This design comes from an exercise in tuning for small area on the open sky130 flow, not from production work.
Only simulation tests tie the RTL to the original design; equivalence was not proved.
Power and IR drop assume default switching activity.

--- flow/design.v ---
`default_nettype none
package cpi_pix_pkg;
    typedef logic [7:0] cam_byte_t;
    typedef logic [7:0] chan_t;
    typedef logic [15:0] coord_t;
    typedef logic [16:0] filt_sum_t;
    typedef logic [31:0] pix_word_t;
    typedef struct packed {
        chan_t r;
        chan_t g;
        chan_t b;
    } rgb_t;
    typedef struct packed {
        cam_byte_t first;
        cam_byte_t second;
    } cpi_pair_t;
endpackage
`default_nettype wire
`default_nettype none
package cpi_cfg_pkg;
    typedef enum logic [2:0] {
        FMT_RGB565     = 3'b000,
        FMT_RGB555     = 3'b001,
        FMT_RGB444     = 3'b010,
        FMT_BYP_LITEND = 3'b100,
        FMT_BYP_BIGEND = 3'b101
    } cpi_format_e;
    typedef logic [7:0] coeff_t;
    typedef logic [3:0] shift_t;
    typedef logic [5:0] drop_cnt_t;
    typedef struct packed {
        logic        enable;
        logic        vsync_pol;   
        logic        drop_en;
        drop_cnt_t   drop_val;    
        logic        slice_en;
        cpi_format_e format;
        shift_t      shift;
        logic [15:0]         row_len;     
        logic [15:0]         llx;
        logic [15:0]         lly;
        logic [15:0]         urx;
        logic [15:0]         ury;
        coeff_t      coeff_r;
        coeff_t      coeff_g;
        coeff_t      coeff_b;
    } cpi_cfg_t;
endpackage
`default_nettype wire
`timescale 1ns/1ps
`default_nettype none
module cpi_frame_ctrl (
    input  logic                  s_cam_clk_dft,
    input  logic                  rstn_i,
    input  cpi_cfg_pkg::cpi_cfg_t cfg_i,
    input  logic                  cam_vsync_i,
    output logic                  active_o,
    output logic                  frame_ok_o,
    output logic                  sof_o
);
    logic [1:0] en_sync_q;
    logic       en_s;
    logic       vsync_adj;
    logic       vsync_q;
    logic       active_q;
    logic [5:0] skip_q;      
    logic       skip_zero;
    assign en_s      = en_sync_q[1];
    assign vsync_adj = cam_vsync_i ^ cfg_i.vsync_pol;
    assign sof_o     = vsync_adj & ~vsync_q & en_s;
    assign skip_zero = (skip_q == 6'd0);
    assign active_o   = active_q;
    assign frame_ok_o = active_q & skip_zero;
    always_ff @(posedge s_cam_clk_dft or negedge rstn_i) begin
        if (!rstn_i) begin
            en_sync_q <= 2'b00;
        end else begin
            en_sync_q <= {en_sync_q[0], cfg_i.enable};
        end
    end
    always_ff @(posedge s_cam_clk_dft or negedge rstn_i) begin
        if (!rstn_i) begin
            vsync_q <= 1'b0;
        end else if (en_s) begin
            vsync_q <= vsync_adj;
        end
    end
    always_ff @(posedge s_cam_clk_dft or negedge rstn_i) begin
        if (!rstn_i) begin
            active_q <= 1'b0;
        end else if (!en_s) begin
            active_q <= 1'b0;
        end else if (sof_o) begin
            active_q <= 1'b1;
        end
    end
    logic [5:0] skip_dec;
    logic [6:0] skip_bw;
    assign skip_bw[0] = 1'b1;
    for (genvar i = 0; i < 6; i++) begin : g_dec
        assign skip_dec[i]  = skip_q[i] ^ skip_bw[i];
        assign skip_bw[i+1] = ~skip_q[i] & skip_bw[i];
    end
    always_ff @(posedge s_cam_clk_dft) begin
        if (!en_s) begin
            skip_q <= '0;
        end else if (sof_o && active_q) begin
            if (skip_zero) begin
                skip_q <= cfg_i.drop_en ? cfg_i.drop_val : 6'd0;
            end else begin
                skip_q <= skip_dec;
            end
        end
    end
endmodule
`default_nettype wire
`timescale 1ns/1ps
`default_nettype none
module cpi_sampler (
    input  logic                   s_cam_clk_dft,
    input  logic                   rstn_i,
    input  cpi_cfg_pkg::cpi_cfg_t  cfg_i,
    input  cpi_pix_pkg::cam_byte_t cam_data_i,
    input  logic                   cam_hsync_i,
    input  logic                   active_i,
    input  logic                   frame_ok_i,
    input  logic                   sof_i,
    output cpi_pix_pkg::cam_byte_t first_o,
    output logic                   pair_valid_o
);
    logic        phase_first_q;
    logic [7:0]  first_q;
    logic [15:0] col_q;
    logic [15:0] row_q;
    logic        x_lo_seen_q;    
    logic        x_hi_past_q;    
    logic        y_lo_seen_q;
    logic        y_hi_past_q;
    logic        line_on;
    logic        second_byte;
    logic        in_window;
    logic        col_at_llx;
    logic        col_at_urx;
    logic        row_at_lly;
    logic        row_at_ury;
    logic        col_last;
    logic        row_last;
    assign line_on     = cam_hsync_i & active_i;
    assign second_byte = line_on & ~phase_first_q;
    assign col_at_llx = (col_q == cfg_i.llx);
    assign col_at_urx = (col_q == cfg_i.urx);
    assign row_at_lly = (row_q == cfg_i.lly);
    assign row_at_ury = (row_q == cfg_i.ury);
    assign col_last   = (col_q == cfg_i.row_len);
    assign row_last   = row_cy[16];
    assign in_window = ~cfg_i.slice_en |
                       ((x_lo_seen_q | col_at_llx) & ~x_hi_past_q &
                        (y_lo_seen_q | row_at_lly) & ~y_hi_past_q);
    assign first_o      = first_q;
    assign pair_valid_o = second_byte & frame_ok_i & in_window;
    always_ff @(posedge s_cam_clk_dft or negedge rstn_i) begin
        if (!rstn_i) begin
            phase_first_q <= 1'b1;
        end else if (!line_on) begin
            phase_first_q <= 1'b1;
        end else begin
            phase_first_q <= ~phase_first_q;
        end
    end
    always_ff @(posedge s_cam_clk_dft) begin
        if (line_on && phase_first_q) begin
            first_q <= cam_data_i;
        end
    end
    logic [15:0] col_inc;
    logic [15:0] row_inc;
    logic [16:0] col_cy;
    logic [16:0] row_cy;
    assign col_cy[0] = 1'b1;
    assign row_cy[0] = 1'b1;
    for (genvar i = 0; i < 16; i++) begin : g_inc
        assign col_inc[i]  = col_q[i] ^ col_cy[i];
        assign col_cy[i+1] = col_q[i] & col_cy[i];
        assign row_inc[i]  = row_q[i] ^ row_cy[i];
        assign row_cy[i+1] = row_q[i] & row_cy[i];
    end
    always_ff @(posedge s_cam_clk_dft) begin
        if (sof_i || !active_i) begin
            col_q       <= '0;
            row_q       <= '0;
            x_lo_seen_q <= 1'b0;
            x_hi_past_q <= 1'b0;
            y_lo_seen_q <= 1'b0;
            y_hi_past_q <= 1'b0;
        end else if (second_byte && cfg_i.slice_en) begin
            if (col_last) begin
                col_q       <= '0;
                x_lo_seen_q <= 1'b0;
                x_hi_past_q <= 1'b0;
                row_q       <= row_inc;
                y_lo_seen_q <= ~row_last & (y_lo_seen_q | row_at_lly);
                y_hi_past_q <= ~row_last & (y_hi_past_q | row_at_ury);
            end else begin
                col_q       <= col_inc;
                x_lo_seen_q <= x_lo_seen_q | col_at_llx;
                x_hi_past_q <= x_hi_past_q | col_at_urx;
            end
        end
    end
endmodule
`default_nettype wire
`timescale 1ns/1ps
`default_nettype none
module cpi_pixel_format (
    input  cpi_cfg_pkg::cpi_cfg_t  cfg_i,
    input  cpi_pix_pkg::cpi_pair_t pair_i,
    output cpi_pix_pkg::rgb_t      rgb_o,
    output logic [15:0]            byp_o,
    output logic                   is_rgb_o
);
    always_comb begin
        rgb_o    = '0;
        byp_o    = {pair_i.first, pair_i.second};
        is_rgb_o = 1'b1;
        case (cfg_i.format)
            cpi_cfg_pkg::FMT_RGB565: begin
                rgb_o.r = {pair_i.first[7:3], 3'b000};
                rgb_o.g = {pair_i.first[2:0], pair_i.second[7:5], 2'b00};
                rgb_o.b = {pair_i.second[4:0], 3'b000};
            end
            cpi_cfg_pkg::FMT_RGB555: begin
                rgb_o.r = {pair_i.first[6:2], 3'b000};
                rgb_o.g = {pair_i.first[1:0], pair_i.second[7:5], 3'b000};
                rgb_o.b = {pair_i.second[4:0], 3'b000};
            end
            cpi_cfg_pkg::FMT_RGB444: begin
                rgb_o.r = {pair_i.first[3:0], 4'b0000};
                rgb_o.g = {pair_i.second[7:4], 4'b0000};
                rgb_o.b = {pair_i.second[3:0], 4'b0000};
            end
            cpi_cfg_pkg::FMT_BYP_BIGEND: begin
                is_rgb_o = 1'b0;
                byp_o    = {pair_i.second, pair_i.first};
            end
            default: is_rgb_o = 1'b0;
        endcase
    end
endmodule
`default_nettype wire
`timescale 1ns/1ps
`default_nettype none
module cpi_luma_filter (
    input  logic                   s_cam_clk_dft,
    input  logic                   rstn_i,
    input  cpi_cfg_pkg::cpi_cfg_t  cfg_i,
    input  cpi_pix_pkg::rgb_t      rgb_i,
    input  logic [15:0]            byp_i,
    input  logic                   is_rgb_i,
    input  logic                   pair_valid_i,
    output logic [15:0]            word_o,
    output logic                   wr_pend_o,
    output logic                   word_valid_o
);
    logic [16:0] sum_d;
    logic [16:0] hold_q;
    logic        rgb_v1_q;
    logic        rgb_v2_q;
    logic        byp_v1_q;
    logic [7:0]  sb;
    logic [7:0]  sc;
    logic [7:0]  ga;
    logic [16:0] acc;
    assign sb  = rgb_v1_q ? rgb_i.r : rgb_i.b;
    assign sc  = rgb_v1_q ? cfg_i.coeff_r : cfg_i.coeff_b;
    assign ga  = rgb_v1_q ? 8'd0 : rgb_i.g;
    assign acc = rgb_v1_q ? hold_q : 17'd0;
    cpi_luma_mac u_mac (
        .sb  ( sb           ),
        .sc  ( sc           ),
        .ga  ( ga           ),
        .cg  ( cfg_i.coeff_g ),
        .acc ( acc          ),
        .sum ( sum_d        )
    );
    always_ff @(posedge s_cam_clk_dft or negedge rstn_i) begin
        if (!rstn_i) begin
            rgb_v1_q     <= 1'b0;
            rgb_v2_q     <= 1'b0;
            byp_v1_q     <= 1'b0;
            word_valid_o <= 1'b0;
        end else begin
            rgb_v1_q     <= pair_valid_i & is_rgb_i;
            rgb_v2_q     <= rgb_v1_q;
            byp_v1_q     <= pair_valid_i & ~is_rgb_i;
            word_valid_o <= rgb_v2_q | byp_v1_q;
        end
    end
    always_ff @(posedge s_cam_clk_dft) begin
        if (rgb_v1_q || (pair_valid_i && is_rgb_i)) begin
            hold_q <= sum_d;
        end else if (pair_valid_i) begin
            hold_q <= {1'b0, byp_i};
        end
    end
    assign wr_pend_o = rgb_v2_q | byp_v1_q;
    always_comb begin
        if (!rgb_v2_q || cfg_i.shift > 4'd9) begin
            word_o = hold_q[15:0];
        end else begin
            word_o = 16'(hold_q >> cfg_i.shift);
        end
    end
endmodule
module cpi_luma_mac (
    input  logic [7:0]  sb,
    input  logic [7:0]  sc,
    input  logic [7:0]  ga,
    input  logic [7:0]  cg,
    input  logic [16:0] acc,
    output logic [16:0] sum
);
    logic n1, n2, n3, n4, n5, n6, n7, n8, n9, n10, n11, n12, n13, n14, n15, n16, n17, n18, n19, n20, n21, n22, n23, n24, n25, n26, n27, n28, n29, n30, n31, n32, n33, n34, n35, n36, n37, n38, n39, n40, n41, n42, n43, n44, n45, n46, n47, n48, n49, n50, n51, n52, n53, n54, n55, n56, n57, n58, n59, n60, n61, n62, n63, n64, n65, n66, n67, n68, n69, n70, n71, n72, n73, n74, n75, n76, n77, n78, n79, n80, n81, n82, n83, n84, n85, n86, n87, n88, n89, n90, n91, n92, n93, n94, n95, n96, n97, n98, n99, n100, n101, n102, n103, n104, n105, n106, n107, n108, n109, n110, n111, n112, n113, n114, n115, n116, n117, n118, n119, n120, n121, n122, n123, n124, n125, n126, n127, n128, n129, n130, n131, n132, n133, n134, n135, n136, n137, n138, n139, n140, n141, n142, n143, n144, n145, n146, n147, n148, n149, n150, n151, n152, n153, n154, n155, n156, n157, n158, n159, n160, n161, n162, n163;
    assign n1 = ((ga[2] & cg[1]) | acc[3]) ^ (ga[3] & cg[0]) ^ (sb[3] & sc[0]);
    assign n2 = (((ga[2] & cg[1]) | acc[3]) & (ga[3] & cg[0])) | ((sb[3] & sc[0]) & (((ga[2] & cg[1]) | acc[3]) ^ (ga[3] & cg[0])));
    assign n3 = ((ga[2] & cg[2]) | acc[4]) ^ (ga[3] & cg[1]) ^ (ga[4] & cg[0]);
    assign n4 = (((ga[2] & cg[2]) | acc[4]) & (ga[3] & cg[1])) | ((ga[4] & cg[0]) & (((ga[2] & cg[2]) | acc[4]) ^ (ga[3] & cg[1])));
    assign n5 = (sb[3] & sc[1]) ^ (sb[4] & sc[0]) ^ n2;
    assign n6 = ((sb[3] & sc[1]) & (sb[4] & sc[0])) | (n2 & ((sb[3] & sc[1]) ^ (sb[4] & sc[0])));
    assign n7 = n3 ^ n5;
    assign n8 = n3 & n5;
    assign n9 = ((ga[2] & cg[3]) | acc[5]) ^ (ga[3] & cg[2]) ^ (ga[4] & cg[1]);
    assign n10 = (((ga[2] & cg[3]) | acc[5]) & (ga[3] & cg[2])) | ((ga[4] & cg[1]) & (((ga[2] & cg[3]) | acc[5]) ^ (ga[3] & cg[2])));
    assign n11 = (ga[5] & cg[0]) ^ (sb[3] & sc[2]) ^ (sb[4] & sc[1]);
    assign n12 = ((ga[5] & cg[0]) & (sb[3] & sc[2])) | ((sb[4] & sc[1]) & ((ga[5] & cg[0]) ^ (sb[3] & sc[2])));
    assign n13 = (sb[5] & sc[0]) ^ n4 ^ n11;
    assign n14 = ((sb[5] & sc[0]) & n4) | (n11 & ((sb[5] & sc[0]) ^ n4));
    assign n15 = n9 ^ n6 ^ n13;
    assign n16 = (n9 & n6) | (n13 & (n9 ^ n6));
    assign n17 = n8 ^ n15;
    assign n18 = n8 & n15;
    assign n19 = ((ga[2] & cg[4]) | acc[6]) ^ (ga[3] & cg[3]) ^ (ga[4] & cg[2]);
    assign n20 = (((ga[2] & cg[4]) | acc[6]) & (ga[3] & cg[3])) | ((ga[4] & cg[2]) & (((ga[2] & cg[4]) | acc[6]) ^ (ga[3] & cg[3])));
    assign n21 = (ga[5] & cg[1]) ^ (ga[6] & cg[0]) ^ (sb[3] & sc[3]);
    assign n22 = ((ga[5] & cg[1]) & (ga[6] & cg[0])) | ((sb[3] & sc[3]) & ((ga[5] & cg[1]) ^ (ga[6] & cg[0])));
    assign n23 = (sb[4] & sc[2]) ^ (sb[5] & sc[1]) ^ (sb[6] & sc[0]);
    assign n24 = ((sb[4] & sc[2]) & (sb[5] & sc[1])) | ((sb[6] & sc[0]) & ((sb[4] & sc[2]) ^ (sb[5] & sc[1])));
    assign n25 = n10 ^ n12 ^ n19;
    assign n26 = (n10 & n12) | (n19 & (n10 ^ n12));
    assign n27 = n21 ^ n23 ^ n14;
    assign n28 = (n21 & n23) | (n14 & (n21 ^ n23));
    assign n29 = n25 ^ n16 ^ n27;
    assign n30 = (n25 & n16) | (n27 & (n25 ^ n16));
    assign n31 = n18 ^ n29;
    assign n32 = n18 & n29;
    assign n33 = ((ga[2] & cg[5]) | acc[7]) ^ (ga[3] & cg[4]) ^ (ga[4] & cg[3]);
    assign n34 = (((ga[2] & cg[5]) | acc[7]) & (ga[3] & cg[4])) | ((ga[4] & cg[3]) & (((ga[2] & cg[5]) | acc[7]) ^ (ga[3] & cg[4])));
    assign n35 = (ga[5] & cg[2]) ^ (ga[6] & cg[1]) ^ (ga[7] & cg[0]);
    assign n36 = ((ga[5] & cg[2]) & (ga[6] & cg[1])) | ((ga[7] & cg[0]) & ((ga[5] & cg[2]) ^ (ga[6] & cg[1])));
    assign n37 = (sb[3] & sc[4]) ^ (sb[4] & sc[3]) ^ (sb[5] & sc[2]);
    assign n38 = ((sb[3] & sc[4]) & (sb[4] & sc[3])) | ((sb[5] & sc[2]) & ((sb[3] & sc[4]) ^ (sb[4] & sc[3])));
    assign n39 = (sb[6] & sc[1]) ^ (sb[7] & sc[0]) ^ n20;
    assign n40 = ((sb[6] & sc[1]) & (sb[7] & sc[0])) | (n20 & ((sb[6] & sc[1]) ^ (sb[7] & sc[0])));
    assign n41 = n22 ^ n24 ^ n33;
    assign n42 = (n22 & n24) | (n33 & (n22 ^ n24));
    assign n43 = n35 ^ n37 ^ n26;
    assign n44 = (n35 & n37) | (n26 & (n35 ^ n37));
    assign n45 = n39 ^ n41 ^ n28;
    assign n46 = (n39 & n41) | (n28 & (n39 ^ n41));
    assign n47 = n43 ^ n30 ^ n45;
    assign n48 = (n43 & n30) | (n45 & (n43 ^ n30));
    assign n49 = n32 ^ n47;
    assign n50 = n32 & n47;
    assign n51 = ((ga[2] & cg[6]) | acc[8]) ^ (ga[3] & cg[5]) ^ (ga[4] & cg[4]);
    assign n52 = (((ga[2] & cg[6]) | acc[8]) & (ga[3] & cg[5])) | ((ga[4] & cg[4]) & (((ga[2] & cg[6]) | acc[8]) ^ (ga[3] & cg[5])));
    assign n53 = (ga[5] & cg[3]) ^ (ga[6] & cg[2]) ^ (ga[7] & cg[1]);
    assign n54 = ((ga[5] & cg[3]) & (ga[6] & cg[2])) | ((ga[7] & cg[1]) & ((ga[5] & cg[3]) ^ (ga[6] & cg[2])));
    assign n55 = (sb[3] & sc[5]) ^ (sb[4] & sc[4]) ^ (sb[5] & sc[3]);
    assign n56 = ((sb[3] & sc[5]) & (sb[4] & sc[4])) | ((sb[5] & sc[3]) & ((sb[3] & sc[5]) ^ (sb[4] & sc[4])));
    assign n57 = (sb[6] & sc[2]) ^ (sb[7] & sc[1]) ^ n34;
    assign n58 = ((sb[6] & sc[2]) & (sb[7] & sc[1])) | (n34 & ((sb[6] & sc[2]) ^ (sb[7] & sc[1])));
    assign n59 = n36 ^ n38 ^ n51;
    assign n60 = (n36 & n38) | (n51 & (n36 ^ n38));
    assign n61 = n53 ^ n55 ^ n40;
    assign n62 = (n53 & n55) | (n40 & (n53 ^ n55));
    assign n63 = n42 ^ n57 ^ n59;
    assign n64 = (n42 & n57) | (n59 & (n42 ^ n57));
    assign n65 = n44 ^ n61 ^ n63;
    assign n66 = (n44 & n61) | (n63 & (n44 ^ n61));
    assign n67 = n46 ^ n65 ^ n48;
    assign n68 = (n46 & n65) | (n48 & (n46 ^ n65));
    assign n69 = n50 ^ n67;
    assign n70 = n50 & n67;
    assign n71 = ((ga[2] & cg[7]) | acc[9]) ^ (ga[3] & cg[6]) ^ (ga[4] & cg[5]);
    assign n72 = (((ga[2] & cg[7]) | acc[9]) & (ga[3] & cg[6])) | ((ga[4] & cg[5]) & (((ga[2] & cg[7]) | acc[9]) ^ (ga[3] & cg[6])));
    assign n73 = (ga[5] & cg[4]) ^ (ga[6] & cg[3]) ^ (ga[7] & cg[2]);
    assign n74 = ((ga[5] & cg[4]) & (ga[6] & cg[3])) | ((ga[7] & cg[2]) & ((ga[5] & cg[4]) ^ (ga[6] & cg[3])));
    assign n75 = (sb[3] & sc[6]) ^ (sb[4] & sc[5]) ^ (sb[5] & sc[4]);
    assign n76 = ((sb[3] & sc[6]) & (sb[4] & sc[5])) | ((sb[5] & sc[4]) & ((sb[3] & sc[6]) ^ (sb[4] & sc[5])));
    assign n77 = (sb[6] & sc[3]) ^ (sb[7] & sc[2]) ^ n52;
    assign n78 = ((sb[6] & sc[3]) & (sb[7] & sc[2])) | (n52 & ((sb[6] & sc[3]) ^ (sb[7] & sc[2])));
    assign n79 = n54 ^ n56 ^ n71;
    assign n80 = (n54 & n56) | (n71 & (n54 ^ n56));
    assign n81 = n73 ^ n75 ^ n58;
    assign n82 = (n73 & n75) | (n58 & (n73 ^ n75));
    assign n83 = n60 ^ n77 ^ n79;
    assign n84 = (n60 & n77) | (n79 & (n60 ^ n77));
    assign n85 = n62 ^ n81 ^ n64;
    assign n86 = (n62 & n81) | (n64 & (n62 ^ n81));
    assign n87 = n83 ^ n66 ^ n85;
    assign n88 = (n83 & n66) | (n85 & (n83 ^ n66));
    assign n89 = n87 ^ n68 ^ n70;
    assign n90 = (n87 & n68) | (n70 & (n87 ^ n68));
    assign n91 = ((ga[3] & cg[7]) | acc[10]) ^ (ga[4] & cg[6]) ^ (ga[5] & cg[5]);
    assign n92 = (((ga[3] & cg[7]) | acc[10]) & (ga[4] & cg[6])) | ((ga[5] & cg[5]) & (((ga[3] & cg[7]) | acc[10]) ^ (ga[4] & cg[6])));
    assign n93 = (ga[6] & cg[4]) ^ (ga[7] & cg[3]) ^ (sb[3] & sc[7]);
    assign n94 = ((ga[6] & cg[4]) & (ga[7] & cg[3])) | ((sb[3] & sc[7]) & ((ga[6] & cg[4]) ^ (ga[7] & cg[3])));
    assign n95 = (sb[4] & sc[6]) ^ (sb[5] & sc[5]) ^ (sb[6] & sc[4]);
    assign n96 = ((sb[4] & sc[6]) & (sb[5] & sc[5])) | ((sb[6] & sc[4]) & ((sb[4] & sc[6]) ^ (sb[5] & sc[5])));
    assign n97 = (sb[7] & sc[3]) ^ n72 ^ n74;
    assign n98 = ((sb[7] & sc[3]) & n72) | (n74 & ((sb[7] & sc[3]) ^ n72));
    assign n99 = n76 ^ n91 ^ n93;
    assign n100 = (n76 & n91) | (n93 & (n76 ^ n91));
    assign n101 = n95 ^ n78 ^ n80;
    assign n102 = (n95 & n78) | (n80 & (n95 ^ n78));
    assign n103 = n97 ^ n99 ^ n82;
    assign n104 = (n97 & n99) | (n82 & (n97 ^ n99));
    assign n105 = n101 ^ n84 ^ n103;
    assign n106 = (n101 & n84) | (n103 & (n101 ^ n84));
    assign n107 = n86 ^ n105 ^ n88;
    assign n108 = (n86 & n105) | (n88 & (n86 ^ n105));
    assign n109 = n107 ^ n90;
    assign n110 = n107 & n90;
    assign n111 = ((ga[4] & cg[7]) | acc[11]) ^ (ga[5] & cg[6]) ^ (ga[6] & cg[5]);
    assign n112 = (((ga[4] & cg[7]) | acc[11]) & (ga[5] & cg[6])) | ((ga[6] & cg[5]) & (((ga[4] & cg[7]) | acc[11]) ^ (ga[5] & cg[6])));
    assign n113 = (ga[7] & cg[4]) ^ (sb[4] & sc[7]) ^ (sb[5] & sc[6]);
    assign n114 = ((ga[7] & cg[4]) & (sb[4] & sc[7])) | ((sb[5] & sc[6]) & ((ga[7] & cg[4]) ^ (sb[4] & sc[7])));
    assign n115 = (sb[6] & sc[5]) ^ (sb[7] & sc[4]) ^ n92;
    assign n116 = ((sb[6] & sc[5]) & (sb[7] & sc[4])) | (n92 & ((sb[6] & sc[5]) ^ (sb[7] & sc[4])));
    assign n117 = n94 ^ n96 ^ n111;
    assign n118 = (n94 & n96) | (n111 & (n94 ^ n96));
    assign n119 = n113 ^ n98 ^ n100;
    assign n120 = (n113 & n98) | (n100 & (n113 ^ n98));
    assign n121 = n115 ^ n117 ^ n102;
    assign n122 = (n115 & n117) | (n102 & (n115 ^ n117));
    assign n123 = n119 ^ n104 ^ n121;
    assign n124 = (n119 & n104) | (n121 & (n119 ^ n104));
    assign n125 = n106 ^ n123 ^ n108;
    assign n126 = (n106 & n123) | (n108 & (n106 ^ n123));
    assign n127 = n125 ^ n110;
    assign n128 = n125 & n110;
    assign n129 = ((ga[5] & cg[7]) | acc[12]) ^ (ga[6] & cg[6]) ^ (ga[7] & cg[5]);
    assign n130 = (((ga[5] & cg[7]) | acc[12]) & (ga[6] & cg[6])) | ((ga[7] & cg[5]) & (((ga[5] & cg[7]) | acc[12]) ^ (ga[6] & cg[6])));
    assign n131 = (sb[5] & sc[7]) ^ (sb[6] & sc[6]) ^ (sb[7] & sc[5]);
    assign n132 = ((sb[5] & sc[7]) & (sb[6] & sc[6])) | ((sb[7] & sc[5]) & ((sb[5] & sc[7]) ^ (sb[6] & sc[6])));
    assign n133 = n112 ^ n114 ^ n129;
    assign n134 = (n112 & n114) | (n129 & (n112 ^ n114));
    assign n135 = n131 ^ n116 ^ n118;
    assign n136 = (n131 & n116) | (n118 & (n131 ^ n116));
    assign n137 = n133 ^ n120 ^ n135;
    assign n138 = (n133 & n120) | (n135 & (n133 ^ n120));
    assign n139 = n122 ^ n137 ^ n124;
    assign n140 = (n122 & n137) | (n124 & (n122 ^ n137));
    assign n141 = n139 ^ n126 ^ n128;
    assign n142 = (n139 & n126) | (n128 & (n139 ^ n126));
    assign n143 = ((ga[6] & cg[7]) | acc[13]) ^ (ga[7] & cg[6]) ^ (sb[6] & sc[7]);
    assign n144 = (((ga[6] & cg[7]) | acc[13]) & (ga[7] & cg[6])) | ((sb[6] & sc[7]) & (((ga[6] & cg[7]) | acc[13]) ^ (ga[7] & cg[6])));
    assign n145 = (sb[7] & sc[6]) ^ n130 ^ n132;
    assign n146 = ((sb[7] & sc[6]) & n130) | (n132 & ((sb[7] & sc[6]) ^ n130));
    assign n147 = n143 ^ n134 ^ n145;
    assign n148 = (n143 & n134) | (n145 & (n143 ^ n134));
    assign n149 = n136 ^ n147 ^ n138;
    assign n150 = (n136 & n147) | (n138 & (n136 ^ n147));
    assign n151 = n149 ^ n140 ^ n142;
    assign n152 = (n149 & n140) | (n142 & (n149 ^ n140));
    assign n153 = ((ga[7] & cg[7]) | acc[14]) ^ (sb[7] & sc[7]) ^ n144;
    assign n154 = (((ga[7] & cg[7]) | acc[14]) & (sb[7] & sc[7])) | (n144 & (((ga[7] & cg[7]) | acc[14]) ^ (sb[7] & sc[7])));
    assign n155 = n146 ^ n153 ^ n148;
    assign n156 = (n146 & n153) | (n148 & (n146 ^ n153));
    assign n157 = n155 ^ n150 ^ n152;
    assign n158 = (n155 & n150) | (n152 & (n155 ^ n150));
    assign n159 = acc[15] ^ n154 ^ n156;
    assign n160 = (acc[15] & n154) | (n156 & (acc[15] ^ n154));
    assign n161 = n159 ^ n158;
    assign n162 = n159 & n158;
    assign n163 = acc[16] ^ n160 ^ n162;
    assign sum[0] = acc[0];
    assign sum[1] = acc[1];
    assign sum[2] = ((ga[2] & cg[0]) | acc[2]);
    assign sum[3] = n1;
    assign sum[4] = n7;
    assign sum[5] = n17;
    assign sum[6] = n31;
    assign sum[7] = n49;
    assign sum[8] = n69;
    assign sum[9] = n89;
    assign sum[10] = n109;
    assign sum[11] = n127;
    assign sum[12] = n141;
    assign sum[13] = n151;
    assign sum[14] = n157;
    assign sum[15] = n161;
    assign sum[16] = n163;
endmodule
`default_nettype wire
`timescale 1ns/1ps
`default_nettype none
module cpi_out_fifo (
    input  logic        s_cam_clk_dft,
    input  logic        rstn_i,
    input  logic        flush_i,
    input  logic [15:0] wr_data_i,
    input  logic        wr_pend_i,
    input  logic        wr_valid_i,
    output logic [31:0] rd_data_o,
    output logic        rd_valid_o,
    input  logic        rd_ready_i,
    output logic        overflow_o
);
    logic [15:0] mem [8];
    logic [3:0]  count_q;
    logic [3:0]  count_d;
    logic        full;
    logic        wr_en;
    logic        rd_en;
    logic        pend;
    logic        shift_in;
    logic [2:0]  rd_idx;
    assign full       = count_q[3];
    assign wr_en      = wr_valid_i & ~full & ~flush_i;
    assign rd_valid_o = (count_q != 4'd0);
    assign rd_en      = rd_valid_o & rd_ready_i;
    assign pend       = wr_valid_i & ~full;
    logic [2:0] cnt_m1;
    assign cnt_m1 = {count_q[2] ^ ~(count_q[1] | count_q[0]), ~(count_q[1] ^ count_q[0]), ~count_q[0]};
    assign rd_idx = pend ? count_q[2:0] : cnt_m1;
    logic [7:0]  rd_sel;
    logic [15:0] rd_word;
    always_comb begin
        rd_word = '0;
        for (int i = 0; i < 8; i++) begin
            rd_sel[i] = (rd_idx == 3'(i));
            rd_word   = rd_word | (mem[i] & {16{rd_sel[i]}});
        end
    end
    assign rd_data_o  = {16'd0, rd_word};
    always_comb begin
        count_d = count_q;
        if (flush_i) begin
            count_d = 4'd0;
        end else if (wr_en && !rd_en) begin
            count_d = {count_q[3] | (&count_q[2:0]), count_q[2] ^ (&count_q[1:0]), count_q[1] ^ count_q[0], ~count_q[0]};
        end else if (rd_en && !wr_en) begin
            count_d = {1'b0, count_q[2] ^ ~(|count_q[1:0]), ~(count_q[1] ^ count_q[0]), ~count_q[0]};
        end
    end
    assign shift_in = wr_pend_i & ~count_d[3];
    always_ff @(posedge s_cam_clk_dft or negedge rstn_i) begin
        if (!rstn_i) begin
            count_q    <= '0;
            overflow_o <= 1'b0;
        end else begin
            count_q <= count_d;
            if (flush_i) begin
                overflow_o <= 1'b0;
            end else if (wr_valid_i && full) begin
                overflow_o <= 1'b1;
            end
        end
    end
    always_ff @(posedge s_cam_clk_dft) begin
        if (shift_in) begin
            mem[0] <= wr_data_i;
            for (int i = 1; i < 8; i++) begin
                mem[i] <= mem[i-1];
            end
        end
    end
endmodule
`default_nettype wire
`timescale 1ns/1ps
`default_nettype none
module cpi_top #(
    parameter int unsigned FIFO_DEPTH = 8
) (
    input  logic                   s_cam_clk_dft,
    input  logic                   rstn_i,
    input  logic                   cfg_enable_i,
    input  logic                   cfg_vsync_pol_i,
    input  logic                   cfg_drop_en_i,
    input  logic [5:0]             cfg_drop_val_i,
    input  logic                   cfg_slice_en_i,
    input  logic [2:0]             cfg_format_i,
    input  logic [3:0]             cfg_shift_i,
    input  logic [15:0]            cfg_row_len_i,
    input  logic [15:0]            cfg_llx_i,
    input  logic [15:0]            cfg_lly_i,
    input  logic [15:0]            cfg_urx_i,
    input  logic [15:0]            cfg_ury_i,
    input  logic [7:0]             cfg_coeff_r_i,
    input  logic [7:0]             cfg_coeff_g_i,
    input  logic [7:0]             cfg_coeff_b_i,
    input  logic [7:0]             cam_data_i,
    input  logic                   cam_hsync_i,
    input  logic                   cam_vsync_i,
    output logic [31:0]            out_data_o,
    output logic                   out_valid_o,
    input  logic                   out_ready_i,
    output logic                   overflow_o,
    output logic                   frame_evt_o
);
    cpi_cfg_pkg::cpi_cfg_t cfg_i;
    assign cfg_i.enable    = cfg_enable_i;
    assign cfg_i.vsync_pol = cfg_vsync_pol_i;
    assign cfg_i.drop_en   = cfg_drop_en_i;
    assign cfg_i.drop_val  = cfg_drop_val_i;
    assign cfg_i.slice_en  = cfg_slice_en_i;
    assign cfg_i.format    = cpi_cfg_pkg::cpi_format_e'(cfg_format_i);
    assign cfg_i.shift     = cfg_shift_i;
    assign cfg_i.row_len   = cfg_row_len_i;
    assign cfg_i.llx       = cfg_llx_i;
    assign cfg_i.lly       = cfg_lly_i;
    assign cfg_i.urx       = cfg_urx_i;
    assign cfg_i.ury       = cfg_ury_i;
    assign cfg_i.coeff_r   = cfg_coeff_r_i;
    assign cfg_i.coeff_g   = cfg_coeff_g_i;
    assign cfg_i.coeff_b   = cfg_coeff_b_i;
    logic        active;
    logic        frame_ok;
    logic        sof;
    cpi_pix_pkg::cam_byte_t first;
    cpi_pix_pkg::cpi_pair_t pair;
    logic        pair_valid;
    cpi_pix_pkg::rgb_t rgb;
    logic [15:0] byp;
    logic        is_rgb;
    logic [15:0] word;
    logic        wr_pend;
    logic        word_valid;
    assign frame_evt_o = sof;
    cpi_frame_ctrl u_frame_ctrl (
        .s_cam_clk_dft ( s_cam_clk_dft ),
        .rstn_i        ( rstn_i        ),
        .cfg_i         ( cfg_i         ),
        .cam_vsync_i   ( cam_vsync_i   ),
        .active_o      ( active        ),
        .frame_ok_o    ( frame_ok      ),
        .sof_o         ( sof           )
    );
    cpi_sampler u_sampler (
        .s_cam_clk_dft ( s_cam_clk_dft ),
        .rstn_i        ( rstn_i        ),
        .cfg_i         ( cfg_i         ),
        .cam_data_i    ( cam_data_i    ),
        .cam_hsync_i   ( cam_hsync_i   ),
        .active_i      ( active        ),
        .frame_ok_i    ( frame_ok      ),
        .sof_i         ( sof           ),
        .first_o       ( first         ),
        .pair_valid_o  ( pair_valid    )
    );
    assign pair = {first, cam_data_i};
    cpi_pixel_format u_pixel_format (
        .cfg_i         ( cfg_i         ),
        .pair_i        ( pair          ),
        .rgb_o         ( rgb           ),
        .byp_o         ( byp           ),
        .is_rgb_o      ( is_rgb        )
    );
    cpi_luma_filter u_luma_filter (
        .s_cam_clk_dft ( s_cam_clk_dft ),
        .rstn_i        ( rstn_i        ),
        .cfg_i         ( cfg_i         ),
        .rgb_i         ( rgb           ),
        .byp_i         ( byp           ),
        .is_rgb_i      ( is_rgb        ),
        .pair_valid_i  ( pair_valid    ),
        .word_o        ( word          ),
        .wr_pend_o     ( wr_pend       ),
        .word_valid_o  ( word_valid    )
    );
    cpi_out_fifo u_out_fifo (
        .s_cam_clk_dft ( s_cam_clk_dft ),
        .rstn_i        ( rstn_i        ),
        .flush_i       ( ~cfg_i.enable ),   
        .wr_data_i     ( word          ),
        .wr_pend_i     ( wr_pend       ),
        .wr_valid_i    ( word_valid    ),
        .rd_data_o     ( out_data_o    ),
        .rd_valid_o    ( out_valid_o   ),
        .rd_ready_i    ( out_ready_i   ),
        .overflow_o    ( overflow_o    )
    );
endmodule
`default_nettype wire
--- flow/flow/run.sh ---
#!/bin/bash
# The standard layout (the standard.sh, standard synthesis included) with
# three placement/CTS choices changed through ORFS variables:
#  - port buffers use the smallest buffer cell instead of clkdlybuf4s50_1,
#  - CTS builds larger sink clusters with clkbuf_16 and inserts no dummy loads,
#  - the single tie cell from synthesis is kept instead of one per tied port,
#  - synthesis buffers are removed at floorplan (with no timing-driven placement).
set -euo pipefail
export BUFFER_PORTS_ARGS="-buffer_cell sky130_fd_sc_hd__buf_1"
export CTS_ARGS="-sink_clustering_enable -repair_clock_nets -dont_use_dummy_load -sink_clustering_size 30 -sink_clustering_max_diameter 150 -buf_list sky130_fd_sc_hd__clkbuf_16"
export SKIP_REPAIR_TIE_FANOUT=1
export REMOVE_ABC_BUFFERS=1
bash standard.sh > standard.log 2>&1
--- flow/standard.sh ---
#!/bin/bash
# synth_recipe.tcl (not shown) runs the flow's synth.tcl, then flattens the netlist and writes it again
# the make line also repeats each setting of config.mk as NAME=value (left out here)
make -C /OpenROAD-flow-scripts/flow DESIGN_CONFIG=/design/flow/config.mk WORK_HOME=/design/flow/orfs CLKGATE_MAP_FILE= SYNTH_SCRIPT=/design/flow/synth_recipe.tcl "${@:-finish}"
--- flow/config.mk ---
export PLATFORM = sky130hd
export DESIGN_NAME = cpi_top
export DESIGN_NICKNAME = cpi_top
export VERILOG_FILES = /design/flow/design.v
export SDC_FILE = /design/flow/constraint.sdc
export NUM_CORES = 4
export LEC_CHECK = 0
export CAP_MARGIN = 20
export CORE_MARGIN = 2
export CORE_UTILIZATION = 40
export GPL_TIMING_DRIVEN = 0
export SLEW_MARGIN = 20
--- flow/constraint.sdc ---
create_clock -name core_clock -period 10.0 [get_ports {s_cam_clk_dft}]
set_input_delay 2.0000 -clock core_clock [delete_from_list [all_inputs] [get_ports {s_cam_clk_dft}]]
set_output_delay 2.0000 -clock core_clock [all_outputs]
set_load 0.01 [all_outputs]
==> run notes, run 1 <==
* DRC at 0
* Initial core utilization at 0.4057
* Post-synthesis mux area share at 0.09124
* Compound-gate portion of the synthesized area at 0.09846
* Critical path fanouts, max at 23
* Post-synth top flop: edfxtp_1
* Total clock sinks at 209
* Worst-skew pair later-pin latency at 0.48 ns
* Maxcap violations at 0
* Setup TNS at 0 ns
* First-pass GRT wire length at about 48000 um
* Synth area leader: edfxtp_1
* Hold path depth at 0
* Library cells used by synthesis at 64
* CP bufs+invs at 6
* H-tree depth at 1
* RR Endpoint: u_luma_filter.hold_q[16]$_SDFFCE_PP0P_
* CP startpoint kind: input pin
* Ys Warns at 6
* Pre-antenna DRT Iters at 5
* Cell family with most CP delay: adder cells
* Combinational family with the most area after synthesis: adder cells
* Worst hold start: u_frame_ctrl.en_sync_q[0]$_DFF_PN0_
* Top post-synthesis cells by area: edfxtp_1 35%, fa_1 11%, dfxtp_1 6.4%, xnor2_1 4.7%, mux2i_1 4.6%
* Setup crit end kind: register
* Area grow syn2layout at 9.703%
* Final ANT Viol Nets at 0
* Residual overflow from global routing at 0
* Post-synthesis async set-or-reset flop share at 0.06699
* Finished Layout Cells at 1706
* Layout cells sized above 1 at 0.06646
* Internal at around 1.3 mW
* CTS tree: built
* Cts repair resizes at 0
* Worst Hold Endpoint: u_frame_ctrl.en_sync_q[1]$_DFF_PN0_
* Max Freq at 110.3 MHz
* Seq/Total Area, Yosys at 0.4396
* LEAKAGE at 5.248 nW
* Die Area at 34380 um2
* Cell depth of the worst flop-to-flop path at 24
* Slew Viols, Final at 0
* Die width at 185.4 um
* Part of the power in registers at 0.492
* Worst Tran Pin Value at 1.142 ns
* Mapped cell area at 13170 um2
* Wirelength per Cell at between 15 and 20 um
* Reg2reg setup slack at 2.21 ns
* Routed WL at around 30000 um
* Sw Ratio at 0.3079
* Synth Area in Simple Gates at 0.1077
* Tot Pwr at 1.903 mW
* Logic pwr share at 0.278
* Required time of the critical path at 10.21 ns
* Pre-CTS WS at 0.5692 ns
* NetSw at 0.5858 mW
* Post-CTS setup buffer count at 0
* PD cells at approximately 130 nW/um2
* Post-layout instance area at approximately 14000 um2
* Peak supply drop at 0.09855 mV
* Rel. slew slack at 0.2344
* Number of synthesized register bits at 209
* # IOs at 169
* Setup ws final at 0.9299 ns
* Most used cell, CP: fa_1
* Die Y at approximately 190 um
* Setup violations, final at 0
* WP data arrival at 9.28 ns
* Hold Slack at 0.3475 ns
* Final period utilization at 0.9070
* Vias/cell at 5.292
* Adder-cell share of the synthesized area at 0.1528
* Diode count at 0
* Antenna violations before repair at 0
* CP peak stage delay at 0.78 ns
* Std-Cell Rows at 66
* Tot GR Track Use at 0.1766
* # port buffers at 152
* Most common cell in the netlist: edfxtp_1
* Status: complete, no violations
* Hold buffers post-CTS at 0
* Post-synthesis xor/xnor area fraction at 0.05921
* Largest net degree at the start of global routing at 35
* Setup CP Type: in -> reg
* Setup Skew at ~0.029 ns
* Final Hold Viols at 0
* Final HPWL DP at around 23000 um
* Util after Layout at 0.4450
* Placed cells at about 1.7k
* Placed Area at 14160 um2
* Post-synth EDFFs at 153
* CTS Root Cell: clkbuf_16
* CORE AREA at 32450 um2
* Post-synth top cells: 153 x edfxtp_1, 151 x nand2_1, 80 x inv_1
* Start of the worst register-to-register path: u_luma_filter.rgb_v1_q$_DFF_PN0_
* Clock Power Share at 0.230
* Fin crit period at 9.070 ns
* Inserted Clock Buffers at 10
* RSZ-0062 raised after global routing: false
* Clk buf depth at 3
* Via count at 9029
* Iter 0 DRT Violations at roughly 750
* Nets@finish at 1517
* Synthesized area per cell at about 11 um2
* Clk slew on worst S/H paths at approximately 0.12 ns
* Slowest cell on crit path: o22ai_1
* Gate Count Post-Synth at 1156
* Vias in the first global route at 8843
* HP Class: reg -> reg
* Share of the synthesized area in the top cell type at 0.3490
* GP Congestion at about 0.86
==> cells by family (layout without fill, tap and decap cells) <==
| group | count (synthesis) | after routing |
|---|---|---|
| other | 1 | 1 |
| XOR/XNOR | 89 | 89 |
| AND/OR/NAND/NOR | 306 | 306 |
| adder cells (fa/ha/maj) | 117 | 117 |
| AO/OA/AOI/OAI | 187 | 187 |
| flip-flops | 209 | 209 |
| buffers and inverters | 144 | 252 |
| multiplexers | 103 | 103 |
==> sequential cells by signal, indices dropped and copies added, names as in the netlist <==
register                    cells
u_frame_ctrl.active_q           1
u_frame_ctrl.en_sync_q          2
u_frame_ctrl.skip_q             6
u_frame_ctrl.vsync_q            1
u_luma_filter.byp_v1_q          1
u_luma_filter.hold_q           17
u_luma_filter.rgb_v1_q          1
u_luma_filter.rgb_v2_q          1
u_luma_filter.word_valid_o      1
u_out_fifo.count_q              4
u_out_fifo.mem                128
u_out_fifo.overflow_o           1
u_sampler.col_q                16
u_sampler.first_q               8
u_sampler.phase_first_q         1
u_sampler.row_q                16
u_sampler.x_hi_past_q           1
u_sampler.x_lo_seen_q           1
u_sampler.y_hi_past_q           1
u_sampler.y_lo_seen_q           1
==> area by class of cell <==
| cell class | count | area [um2] |
|---|---|---|
| clock buffers | 10 | 250.2 |
| fillers | 3007 | 18010 |
| multi-input cells | 803 | 6787 |
| repair buffers | 162 | 764.5 |
| inverters | 80 | 300.3 |
| well taps | 442 | 553.0 |
| flip-flops and latches | 209 | 5788 |
==> worst max-delay path by stage <==
stage                          from                                endpoint  slack, ns  cells after the start
floorplan               out_ready_i          u_out_fifo.mem[0][0]$_DFFE_PP_       1.71                      3
global placement        out_ready_i          u_out_fifo.mem[4][2]$_DFFE_PP_      -0.54                      4
detailed placement  cfg_format_i[1]  u_luma_filter.hold_q[16]$_SDFFCE_PP0P_       0.57                     26
CTS                 cfg_format_i[1]  u_luma_filter.hold_q[16]$_SDFFCE_PP0P_       1.05                     26
global route        cfg_format_i[1]  u_luma_filter.hold_q[16]$_SDFFCE_PP0P_       0.61                     26
finish              cfg_format_i[1]  u_luma_filter.hold_q[16]$_SDFFCE_PP0P_       0.93                     26
==> metal layers <==
layer  track usage  wire [um]
met5             0          0
met4       0.04508        612
met3       0.02084       1465
met2        0.2904      14150
met1        0.2480      13890
==> layout by cell type, fill, tap and decap left out, types with 25 or more instances in the layout <==
cell type,instances
edfxtp_1,153
nand2_1,151
buf_1,151
inv_1,80
fa_1,73
xnor2_1,68
mux2i_1,59
a21oi_1,52
nor2_1,47
ha_1,44
dfxtp_1,42
mux2_2,30
and2_1,28
a221oi_1,25
==> power groups by stage <==
| stage | clock (mW) | sequential [mW] | combinational [mW] |
|---|---|---|---|
| 2_1_floorplan | 0 | 0.953 | 0.341 |
| 3_3_place_gp | 0 | 0.956 | 0.512 |
| 3_5_place_dp | 0 | 0.956 | 0.528 |
| 4_1_cts | 0.457 | 0.936 | 0.530 |
| 5_1_grt | 0.481 | 0.938 | 0.590 |
| 6_report | 0.438 | 0.936 | 0.528 |
==> run 2, diff against run 1 <==
--- a/flow/design.v
+++ b/flow/design.v
@@ -96,5 +96,7 @@
     end
+    logic       skip_ev;
     logic [5:0] skip_dec;
     logic [6:0] skip_bw;
-    assign skip_bw[0] = 1'b1;
+    assign skip_ev    = sof_o & active_q;
+    assign skip_bw[0] = skip_ev & ~skip_zero;
     for (genvar i = 0; i < 6; i++) begin : g_dec
@@ -104,11 +106,3 @@
     always_ff @(posedge s_cam_clk_dft) begin
-        if (!en_s) begin
-            skip_q <= '0;
-        end else if (sof_o && active_q) begin
-            if (skip_zero) begin
-                skip_q <= cfg_i.drop_en ? cfg_i.drop_val : 6'd0;
-            end else begin
-                skip_q <= skip_dec;
-            end
-        end
+        skip_q <= {6{en_s}} & (skip_dec | ({6{skip_ev & skip_zero & cfg_i.drop_en}} & cfg_i.drop_val));
     end
@@ -154,3 +148,2 @@
     assign col_last   = (col_q == cfg_i.row_len);
-    assign row_last   = row_cy[16];
     assign in_window = ~cfg_i.slice_en |
@@ -170,6 +163,7 @@
     always_ff @(posedge s_cam_clk_dft) begin
-        if (line_on && phase_first_q) begin
-            first_q <= cam_data_i;
-        end
+        first_q <= cam_data_i;
     end
+    logic        clear;
+    logic        col_step;
+    logic        row_step;
     logic [15:0] col_inc;
@@ -178,4 +172,7 @@
     logic [16:0] row_cy;
-    assign col_cy[0] = 1'b1;
-    assign row_cy[0] = 1'b1;
+    assign clear    = sof_i | ~active_i;
+    assign col_step = second_byte & cfg_i.slice_en;
+    assign row_step = col_step & col_last;
+    assign col_cy[0] = col_step;
+    assign row_cy[0] = row_step;
     for (genvar i = 0; i < 16; i++) begin : g_inc
@@ -186,24 +183,10 @@
     end
+    assign row_last = row_cy[16];
     always_ff @(posedge s_cam_clk_dft) begin
-        if (sof_i || !active_i) begin
-            col_q       <= '0;
-            row_q       <= '0;
-            x_lo_seen_q <= 1'b0;
-            x_hi_past_q <= 1'b0;
-            y_lo_seen_q <= 1'b0;
-            y_hi_past_q <= 1'b0;
-        end else if (second_byte && cfg_i.slice_en) begin
-            if (col_last) begin
-                col_q       <= '0;
-                x_lo_seen_q <= 1'b0;
-                x_hi_past_q <= 1'b0;
-                row_q       <= row_inc;
-                y_lo_seen_q <= ~row_last & (y_lo_seen_q | row_at_lly);
-                y_hi_past_q <= ~row_last & (y_hi_past_q | row_at_ury);
-            end else begin
-                col_q       <= col_inc;
-                x_lo_seen_q <= x_lo_seen_q | col_at_llx;
-                x_hi_past_q <= x_hi_past_q | col_at_urx;
-            end
-        end
+        col_q       <= {16{~clear & ~row_step}} & col_inc;
+        row_q       <= {16{~clear}} & row_inc;
+        x_lo_seen_q <= ~clear & ~row_step & (x_lo_seen_q | (col_step & col_at_llx));
+        x_hi_past_q <= ~clear & ~row_step & (x_hi_past_q | (col_step & col_at_urx));
+        y_lo_seen_q <= ~clear & ~row_last & (y_lo_seen_q | (row_step & row_at_lly));
+        y_hi_past_q <= ~clear & ~row_last & (y_hi_past_q | (row_step & row_at_ury));
     end
@@ -215,4 +198,7 @@
     input  cpi_cfg_pkg::cpi_cfg_t  cfg_i,
-    input  cpi_pix_pkg::cpi_pair_t pair_i,
-    output cpi_pix_pkg::rgb_t      rgb_o,
+    input  cpi_pix_pkg::cam_byte_t prev_i,
+    input  cpi_pix_pkg::cam_byte_t cam_i,
+    input  logic                   cycle_b_i,
+    output logic [7:0]             sb_o,
+    output logic [7:0]             ga_o,
     output logic [15:0]            byp_o,
@@ -221,4 +207,5 @@
     always_comb begin
-        rgb_o    = '0;
-        byp_o    = {pair_i.first, pair_i.second};
+        sb_o     = '0;
+        ga_o     = '0;
+        byp_o    = {prev_i, cam_i};   
         is_rgb_o = 1'b1;
@@ -226,15 +213,22 @@
             cpi_cfg_pkg::FMT_RGB565: begin
-                rgb_o.r = {pair_i.first[7:3], 3'b000};
-                rgb_o.g = {pair_i.first[2:0], pair_i.second[7:5], 2'b00};
-                rgb_o.b = {pair_i.second[4:0], 3'b000};
+                if (cycle_b_i) begin
+                    sb_o = {prev_i[4:0], 3'b000};
+                end else begin
+                    sb_o = {prev_i[7:3], 3'b000};
+                    ga_o = {prev_i[2:0], cam_i[7:5], 2'b00};
+                end
             end
             cpi_cfg_pkg::FMT_RGB555: begin
-                rgb_o.r = {pair_i.first[6:2], 3'b000};
-                rgb_o.g = {pair_i.first[1:0], pair_i.second[7:5], 3'b000};
-                rgb_o.b = {pair_i.second[4:0], 3'b000};
+                if (cycle_b_i) begin
+                    sb_o = {prev_i[4:0], 3'b000};
+                end else begin
+                    sb_o = {prev_i[6:2], 3'b000};
+                    ga_o = {prev_i[1:0], cam_i[7:5], 3'b000};
+                end
             end
             cpi_cfg_pkg::FMT_RGB444: begin
-                rgb_o.r = {pair_i.first[3:0], 4'b0000};
-                rgb_o.g = {pair_i.second[7:4], 4'b0000};
-                rgb_o.b = {pair_i.second[3:0], 4'b0000};
+                sb_o = {prev_i[3:0], 4'b0000};
+                if (!cycle_b_i) begin
+                    ga_o = {cam_i[7:4], 4'b0000};
+                end
             end
@@ -242,3 +236,3 @@
                 is_rgb_o = 1'b0;
-                byp_o    = {pair_i.second, pair_i.first};
+                byp_o    = {cam_i, prev_i};
             end
@@ -255,3 +249,4 @@
     input  cpi_cfg_pkg::cpi_cfg_t  cfg_i,
-    input  cpi_pix_pkg::rgb_t      rgb_i,
+    input  logic [7:0]             sb_i,
+    input  logic [7:0]             ga_i,
     input  logic [15:0]            byp_i,
@@ -259,2 +254,3 @@
     input  logic                   pair_valid_i,
+    output logic                   cycle_b_o,
     output logic [15:0]            word_o,
@@ -268,17 +264,14 @@
     logic        byp_v1_q;
-    logic [7:0]  sb;
     logic [7:0]  sc;
-    logic [7:0]  ga;
     logic [16:0] acc;
-    assign sb  = rgb_v1_q ? rgb_i.r : rgb_i.b;
-    assign sc  = rgb_v1_q ? cfg_i.coeff_r : cfg_i.coeff_b;
-    assign ga  = rgb_v1_q ? 8'd0 : rgb_i.g;
+    assign cycle_b_o = rgb_v1_q;
+    assign sc  = rgb_v1_q ? cfg_i.coeff_b : cfg_i.coeff_r;
     assign acc = rgb_v1_q ? hold_q : 17'd0;
     cpi_luma_mac u_mac (
-        .sb  ( sb           ),
-        .sc  ( sc           ),
-        .ga  ( ga           ),
+        .sb  ( sb_i          ),
+        .sc  ( sc            ),
+        .ga  ( ga_i          ),
         .cg  ( cfg_i.coeff_g ),
-        .acc ( acc          ),
-        .sum ( sum_d        )
+        .acc ( acc           ),
+        .sum ( sum_d         )
     );
@@ -298,7 +291,3 @@
     always_ff @(posedge s_cam_clk_dft) begin
-        if (rgb_v1_q || (pair_valid_i && is_rgb_i)) begin
-            hold_q <= sum_d;
-        end else if (pair_valid_i) begin
-            hold_q <= {1'b0, byp_i};
-        end
+        hold_q <= is_rgb_i ? sum_d : {1'b0, byp_i};
     end
@@ -629,8 +618,9 @@
     logic        sof;
-    cpi_pix_pkg::cam_byte_t first;
-    cpi_pix_pkg::cpi_pair_t pair;
+    cpi_pix_pkg::cam_byte_t prev;
     logic        pair_valid;
-    cpi_pix_pkg::rgb_t rgb;
+    logic [7:0]  sb;
+    logic [7:0]  ga;
     logic [15:0] byp;
     logic        is_rgb;
+    logic        cycle_b;
     logic [15:0] word;
@@ -657,10 +647,12 @@
         .sof_i         ( sof           ),
-        .first_o       ( first         ),
+        .first_o       ( prev          ),
         .pair_valid_o  ( pair_valid    )
     );
-    assign pair = {first, cam_data_i};
     cpi_pixel_format u_pixel_format (
         .cfg_i         ( cfg_i         ),
-        .pair_i        ( pair          ),
-        .rgb_o         ( rgb           ),
+        .prev_i        ( prev          ),
+        .cam_i         ( cam_data_i    ),
+        .cycle_b_i     ( cycle_b       ),
+        .sb_o          ( sb            ),
+        .ga_o          ( ga            ),
         .byp_o         ( byp           ),
@@ -672,3 +664,4 @@
         .cfg_i         ( cfg_i         ),
-        .rgb_i         ( rgb           ),
+        .sb_i          ( sb            ),
+        .ga_i          ( ga            ),
         .byp_i         ( byp           ),
@@ -676,2 +669,3 @@
         .pair_valid_i  ( pair_valid    ),
+        .cycle_b_o     ( cycle_b       ),
         .word_o        ( word          ),
--- a/flow/flow/run.sh
+++ b/flow/flow/run.sh
@@ -5,4 +5,3 @@
 #  - CTS builds larger sink clusters with clkbuf_16 and inserts no dummy loads,
-#  - the single tie cell from synthesis is kept instead of one per tied port,
-#  - synthesis buffers are removed at floorplan (with no timing-driven placement).
+#  - the single tie cell from synthesis is kept instead of one per tied port.
 set -euo pipefail
@@ -11,3 +10,2 @@
 export SKIP_REPAIR_TIE_FANOUT=1
-export REMOVE_ABC_BUFFERS=1
 bash standard.sh > standard.log 2>&1
--- a/flow/config.mk
+++ b/flow/config.mk
@@ -7,6 +7,5 @@
 export LEC_CHECK = 0
-export CAP_MARGIN = 20
+export CAP_MARGIN = 0
 export CORE_MARGIN = 2
 export CORE_UTILIZATION = 40
-export GPL_TIMING_DRIVEN = 0
-export SLEW_MARGIN = 20
+export SLEW_MARGIN = 0
==> run 2 against run 1 <==
Compared with the run above: synthesized area shrank 3.1%; sequential power grew 3.5%; hold slack improved by 0.025 ns; design area shrank 4.2%; die area decreased by 3.0%.
==> run notes, run 2 <==
* Rel. slew slack at 0.2198
* Clk buf depth at 3
* Top post-synthesis cells by area: edfxtp_1 31%, fa_1 11%, dfxtp_1 10%, ha_1 4.6%, xor2_1 4.0%
* Iter 0 DRT Violations at approximately 800
* CP startpoint kind: input pin
* Largest regs: u_out_fifo.mem (128), u_luma_filter.hold_q (17)
* Setup crit end kind: register
* H-tree depth at 1
* Clk slew on worst S/H paths at 0.12 ns
* Mapped cell area at 12760 um2
* Synth area leader: edfxtp_1
* Post-synthesis mux area share at 0.07127
* Compound-gate portion of the synthesized area at 0.1047
* Slowest cell on crit path: a2111oi_2
* First-pass GRT wire length at ~48000 um
* Cell depth of the worst flop-to-flop path at 26
* CP peak stage delay at 0.83 ns
* Maxcap violations at 0
* Slew Viols, Final at 0
* Max Freq at 116.1 MHz
* Residual overflow from global routing at 0
* Post-synth EDFFs at 130
* Hold path depth at 0
* Largest net degree at the start of global routing at 71
* Routed WL at approximately 30000 um
* Post-synthesis xor/xnor area fraction at 0.06186
* Worst Hold Endpoint: u_frame_ctrl.en_sync_q[1]$_DFF_PN0_
* CORE AREA at 31470 um2
* Reg with most FFs: u_out_fifo.mem
* Post-CTS setup buffer count at 0
* Std-Cell Rows at 65
* CTS tree: built
* Post-layout instance area at 13830 um2
* Logic pwr share at 0.291
* Area grow syn2layout at 8.382%
* Pre-antenna DRT Iters at 8
* Reg2reg setup slack at 2.93 ns
* Met3 WL at 1309 um
* Setup violations, final at 0
* Ys Warns at 6
* DRT met1 WL at 13340 um
* Status: complete, no violations
* Nets@finish at 1474
* Gate Count Post-Synth at 1104
* GP Congestion at between 0.8 and 0.9
* Placed Area at 13580 um2
* Total clock sinks at 209
* Most used cell, CP: fa_1
* Tot GR Track Use at 0.1817
* NetSw at 0.6287 mW
* Final HPWL DP at 22950 um
* Synth Area in Simple Gates at 0.1091
* Initial core utilization at 0.4055
* Seq/Total Area, Yosys at 0.4353
* Inserted Clock Buffers at 10
* Worst hold start: u_frame_ctrl.en_sync_q[0]$_DFF_PN0_
* DRC at 0
* Final period utilization at 0.8612
* RR Endpoint: u_luma_filter.hold_q[16]$_SDFF_PP0_
* Cell family with most CP delay: adder cells
* Setup CP Type: in -> reg
* Setup Skew at 0.01552 ns
* Tot Pwr at just under 2 mW
* Combinational family with the most area after synthesis: adder cells
* Worst Tran Pin Value at about 1.2 ns
* Via count at 8660
* Layout cells sized above 1 at 0.06158
* WP data arrival at 8.97 ns
* Commonest non-fill, non-tap cell in the layout: buf_1
* Worst-skew pair later-pin latency at 0.46 ns
* Library cells used by synthesis at 72
* Vias in the first global route at 8792
* PD cells at 142.9 nW/um2
* CTS Root Cell: clkbuf_16
* Critical path fanouts, max at 18
* Die Area at 33350 um2
* Final ANT Viol Nets at 0
* Max FFs per register at 128
* Fin crit period at 8.612 ns
* Diode count at 0
* Required time of the critical path at 10.36 ns
* Top routing layer in use: met5
* Met2 wire len at 14720 um
* HP Class: reg -> reg
* Start of the worst register-to-register path: u_luma_filter.rgb_v1_q$_DFF_PN0_
* LEAKAGE at 5.458 nW
* Antenna violations before repair at 1
* Final Hold Viols at 0
* # port buffers at 152
* Cts repair resizes at 0
* Die width at about 180 um
* Internal at 1.349 mW
* Adder-cell share of the synthesized area at 0.1606
* Setup TNS at 0 ns
* Share of the synthesized area in the top cell type at 0.3059
* Part of the power in registers at 0.490
* Number of synthesized register bits at ~210
* Commonest non-fill, non-tap cells in the layout: 152 x buf_1, 130 x edfxtp_1, 110 x nand2_1, 92 x inv_1, 73 x fa_1
* Post-synthesis async set-or-reset flop share at 0.06699
* Die Y at 182.6 um
* CP bufs+invs at 6
* Clock Power Share at 0.219
* Vias/cell at 5.346
* Sw Ratio at 0.3180
* Wirelength per Cell at ~19 um
* Util after Layout at 0.4395
* Hold buffers post-CTS at 0
* Post-synth top flop: edfxtp_1
* RSZ-0062 raised after global routing: false
* Most common cell in the netlist: edfxtp_1
* Synthesized area per cell at between 10 and 15 um2
* Peak supply drop at 0.08211 mV
* # IOs at 169
* Post-synth top cells: 130 x edfxtp_1, 110 x nand2_1, 92 x inv_1
run 2: changes by cell type after synthesis, moves of 16 or more:
cell | previous run | this run
o21ai_0 | 17 | 38
xor2_1 | 19 | 58
edfxtp_1 | 153 | 130
nand2_1 | 151 | 110
xnor2_1 | 70 | 29
dfxtp_1 | 42 | 65
a221oi_1 | 25 | 2
and2_1 | 28 | 44
a21oi_1 | 53 | 20
and3_1 | 2 | 18
a222oi_1 | 0 | 24
nor2_1 | 49 | 24
run 2: how the worst max path moves through the flow:
stage,startpoint,to,cells past startpoint
floorplan,cfg_format_i[0],u_luma_filter.hold_q[16]$_SDFF_PP0_,26
global placement,cfg_format_i[0],u_luma_filter.hold_q[16]$_SDFF_PP0_,26
detailed placement,cfg_format_i[0],u_luma_filter.hold_q[16]$_SDFF_PP0_,26
CTS,cfg_format_i[0],u_luma_filter.hold_q[16]$_SDFF_PP0_,26
global route,cfg_format_i[0],u_luma_filter.hold_q[16]$_SDFF_PP0_,27
finish,cfg_format_i[0],u_luma_filter.hold_q[16]$_SDFF_PP0_,26
run 2: worst register-to-register path, delay by kind of cell, from the launching register on:
| kind | cells | cell delay (ns) |
|---|---|---|
| compound gates | 1 | 0.79 |
| xor+xnor | 2 | 0.30 |
| fa+ha+maj | 14 | 4.48 |
| buf+inv | 6 | 0.65 |
| flops | 1 | 0.42 |
| simple gates | 3 | 0.35 |
run 2: kinds of logic (layout without fill, tap and decap cells):
| group | Yosys count | after routing |
|---|---|---|
| buf+inv | 154 | 268 |
| other cells | 1 | 1 |
| simple gates | 271 | 271 |
| flops | 209 | 209 |
| fa+ha+maj | 120 | 120 |
| xor+xnor | 88 | 88 |
| mux | 81 | 81 |
| compound gates | 180 | 180 |
run 2: layer usage:
layer	up-vias	GRT usage
met5	-	0
met4	2	0.05387
met3	47	0.02016
met2	225	0.3046
met1	4250	0.2489
li1	4136	-
run 2: through the flow:
step,cells,hold WS (ns),setup slack [ns]
finish,1620,0.3726,1.388
global route,1620,0.3821,1.022
CTS,1620,0.3750,1.346
detailed placement,1610,0.3394,0.8756
global placement,1610,0.3371,1.001
floorplan,1104,0.3312,1.795
run 2: final cells by class:
type / count / area [um2]
fill: 2971 / 17640
clock buffer: 10 / 250.2
tap: 402 / 503.0
sequential: 209 / 5557
timing repair buffer: 165 / 668.1
inverter: 93 / 349.1
multi-input combinational: 741 / 6506
run 2: power groups by stage:
stage	Sequential, mW	Combinational [mW]	Clock, mW
finish	0.969	0.575	0.433
global route	0.971	0.640	0.478
CTS	0.967	0.584	0.450
detailed placement	0.987	0.582	0
global placement	0.987	0.573	0
floorplan	0.966	0.402	0
==> run 3, diff against run 2 <==
==> flow/run.sh (new file) <==
#!/bin/bash
# synth_recipe.tcl (not shown) runs the flow's synth.tcl, then flattens the netlist and writes it again
# the make line also repeats each setting of config.mk as NAME=value (left out here)
make -C /OpenROAD-flow-scripts/flow DESIGN_CONFIG=/design/flow/config.mk WORK_HOME=/design/flow/orfs CLKGATE_MAP_FILE= SYNTH_SCRIPT=/design/flow/synth_recipe.tcl finish
--- a/flow/config.mk
+++ b/flow/config.mk
@@ -10,2 +10,5 @@
 export CORE_UTILIZATION = 40
+export CTS_BUF_LIST = sky130_fd_sc_hd__clkbuf_16
+export CTS_CLUSTER_DIAMETER = 150
+export CTS_CLUSTER_SIZE = 30
 export SLEW_MARGIN = 0
removed: flow/flow/run.sh
removed: flow/standard.sh
==> run 3 against run 2 <==
Compared with the run above: still clean; synthesized cell count unchanged; register-to-register slack lost 0.53 ns; synthesized area is the same; largest cell class unchanged; die area is the same; sequential power is essentially flat; non-clock buffer count grew 2; via count rose by 1.0%; hold slack worse by 0.0050 ns; total power up 5.3%; critical endpoint unchanged.
==> run notes, run 3 <==
* Status: complete, no violations
* CTS tree: built
* Vias in the first global route at about 8.9k
* Most common cell in the netlist: edfxtp_1
* Iter 0 DRT Violations at 770
* Hold Slack at 0.3677 ns
* Std-Cell Rows at 65
* Library cells used by synthesis at slightly above 70
* Final HPWL DP at between 20000 and 25000 um
* Slew Viols, Final at 0
* Via count at 8749
* Setup CP Type: in -> reg
* Wirelength per Cell at 18.97 um
* Slowest cell on crit path: clkdlybuf4s50_1
* CP bufs+invs at 6
* GP Congestion at about 0.9
* H-tree depth at 1
* Number of fill cells at ~2.9k
* Vias/cell at 5.325
* Area grow syn2layout at 16.73%
* Synth area leader: edfxtp_1
* Inserted Clock Buffers at 10
* Hold path depth at 0
* Layout cells sized above 1 at 0.06285
* CP startpoint kind: input pin
* Post-synth EDFFs at 130
* Hold buffers post-CTS at 0
* Worst-skew pair later-pin latency at about 0.47 ns
* Largest net degree at the start of global routing at 90
* Peak supply drop at around 0.093 mV
* Cts repair resizes at 0
* Fin crit period at 8.868 ns
* RSZ-0062 raised after global routing: false
* Storage cell area at 5557 um2
* Number of synthesized register bits at 209
* Top post-synthesis cells by area: edfxtp_1 31%, fa_1 11%, dfxtp_1 10%, ha_1 4.6%, xor2_1 4.0%
* Die Area at between 30000 and 40000 um2
* Routed WL at just over 30000 um
* # IOs at 169
* Max FFs per register at 128
* Levels on crit path at 28
* LEAKAGE at 5.970 nW
* First-pass GRT wire length at 48860 um
* Die Y at 182.6 um
* Final Hold Viols at 0
* Antenna violations before repair at 0
* Rel. slew slack at 0.1893
* Critical path fanouts, max at 18
* Commonest non-fill, non-tap cells in the layout: 152 x clkdlybuf4s50_1, 130 x edfxtp_1, 110 x nand2_1, 97 x inv_1, 73 x fa_1
* Nets@finish at ~1.5k
* Post-synth top flop: edfxtp_1
* Post-synthesis async set-or-reset flop share at 0.06699
* HP Class: reg -> reg
* CTS Root Cell: clkbuf_16
* Seq/Total Area, Yosys at 0.4353
* Pre-antenna DRT Iters at 5
* Final period utilization at 0.8868
* CP peak stage delay at 0.79 ns
* Final ANT Viol Nets at 0
* # port buffers at ~150
* Commonest non-fill, non-tap cell in the layout: clkdlybuf4s50_1
* Residual overflow from global routing at 0
* Synthesized area per cell at 11.56 um2
* Worst Tran Pin Value at around 1.2 ns
* Initial core utilization at 0.4055
* Cell depth of the worst flop-to-flop path at 27
* CORE AREA at 31470 um2
* Mapped cell area at 12760 um2
* Diode count at 0
* Largest regs: u_out_fifo.mem (128), u_luma_filter.hold_q (17)
* WP data arrival at 9.24 ns
## run 3: cell counts after synthesis
No cell type changed its count.
## run 3: path summary, 6_finish.rpt
check,from,endpoint,slack [ns]
max in group asynchronous,rstn_i,u_out_fifo.count_q[0]$_DFFE_PN0P_,7.65
min,u_frame_ctrl.en_sync_q[0]$_DFF_PN0_,u_frame_ctrl.en_sync_q[1]$_DFF_PN0_,0.37
min reg2reg,u_frame_ctrl.en_sync_q[0]$_DFF_PN0_,u_frame_ctrl.en_sync_q[1]$_DFF_PN0_,0.37
max reg2reg,u_luma_filter.rgb_v1_q$_DFF_PN0_,u_luma_filter.hold_q[16]$_SDFF_PP0_,2.40
max,cfg_format_i[0],u_luma_filter.hold_q[16]$_SDFF_PP0_,1.13
min in group asynchronous,rstn_i,u_frame_ctrl.en_sync_q[0]$_DFF_PN0_,1.92
## run 3: cell type report
| type | count | share of cell area |
|---|---|---|
| Sequential cell | 209 | 0.3729 |
| Multi-Input combinational cell | 756 | 0.4405 |
| Tap cell | 402 | 0.03376 |
| Inverter | 93 | 0.02343 |
| Timing Repair Buffer | 167 | 0.1097 |
| Clock buffer | 11 | 0.01847 |
| Clock inverter | 5 | 0.001260 |
## run 3: worst reg2reg max path: cells and delay by family, from the launching register on
kind,cells,cell delay (ns)
AO/OA/AOI/OAI,2,0.37
XOR/XNOR,2,0.29
flip-flops,1,0.94
buffers and inverters,6,0.74
adder cells (fa/ha/maj),14,4.46
AND/OR/NAND/NOR,3,0.68
## run 3: kinds of logic after synthesis
| logic type | after synthesis | share of synthesized area |
|---|---|---|
| DFF | 209 | 0.4353 |
| adders and majority gates | 120 | 0.1606 |
| xor gates and xnor gates | 88 | 0.06186 |
| and+or+nand+nor | 271 | 0.1091 |
| other | 1 | 0.0002938 |
| AOI/OAI and AO/OA | 180 | 0.1047 |
| muxes | 81 | 0.07127 |
| buffers and inverters | 154 | 0.05686 |
## run 3: per-stage QoR
| step | cells | area [um2] | setup slack, ns | power, mW | util |
|---|---|---|---|---|---|
| 2_1_floorplan | 1119 | 12820 | 1.795 | 1.368 | - |
| 3_5_place_dp | 1627 | 14610 | 0.6566 | 1.652 | 0.4640 |
| 3_3_place_gp | 1627 | 14610 | 0.8174 | 1.644 | 0.4640 |
| 4_1_cts | 1643 | 14900 | 1.163 | 2.116 | 0.4734 |
| 5_1_grt | 1643 | 14900 | 0.7419 | 2.197 | 0.4734 |
| 6_report | 1643 | 14900 | 1.132 | 2.082 | 0.4734 |
## run 3: where the power goes
part	internal, mW	switching [mW]
combinational	0.314	0.339
clock	0.201	0.257
sequential	0.931	0.0405
total	1.45	0.637
## run 3: per-layer routing
layer / GRT usage / wire, um / part of all wire
met5: 0 / 0 / 0
met4: 0.03613 / 523 / 0.017
met3: 0.01756 / 1117 / 0.036
met2: 0.3246 / 15730 / 0.50
met1: 0.2520 / 13800 / 0.44

Re-timed with assumed drivers on the ports (clkbuf_16 on the clock, buf_2 on other inputs), run 3 has 1.161 ns of setup slack against 1.132 ns with ideal ports, and 0.645 ns once port delays also move by the mid clock arrival of 0.516 ns.
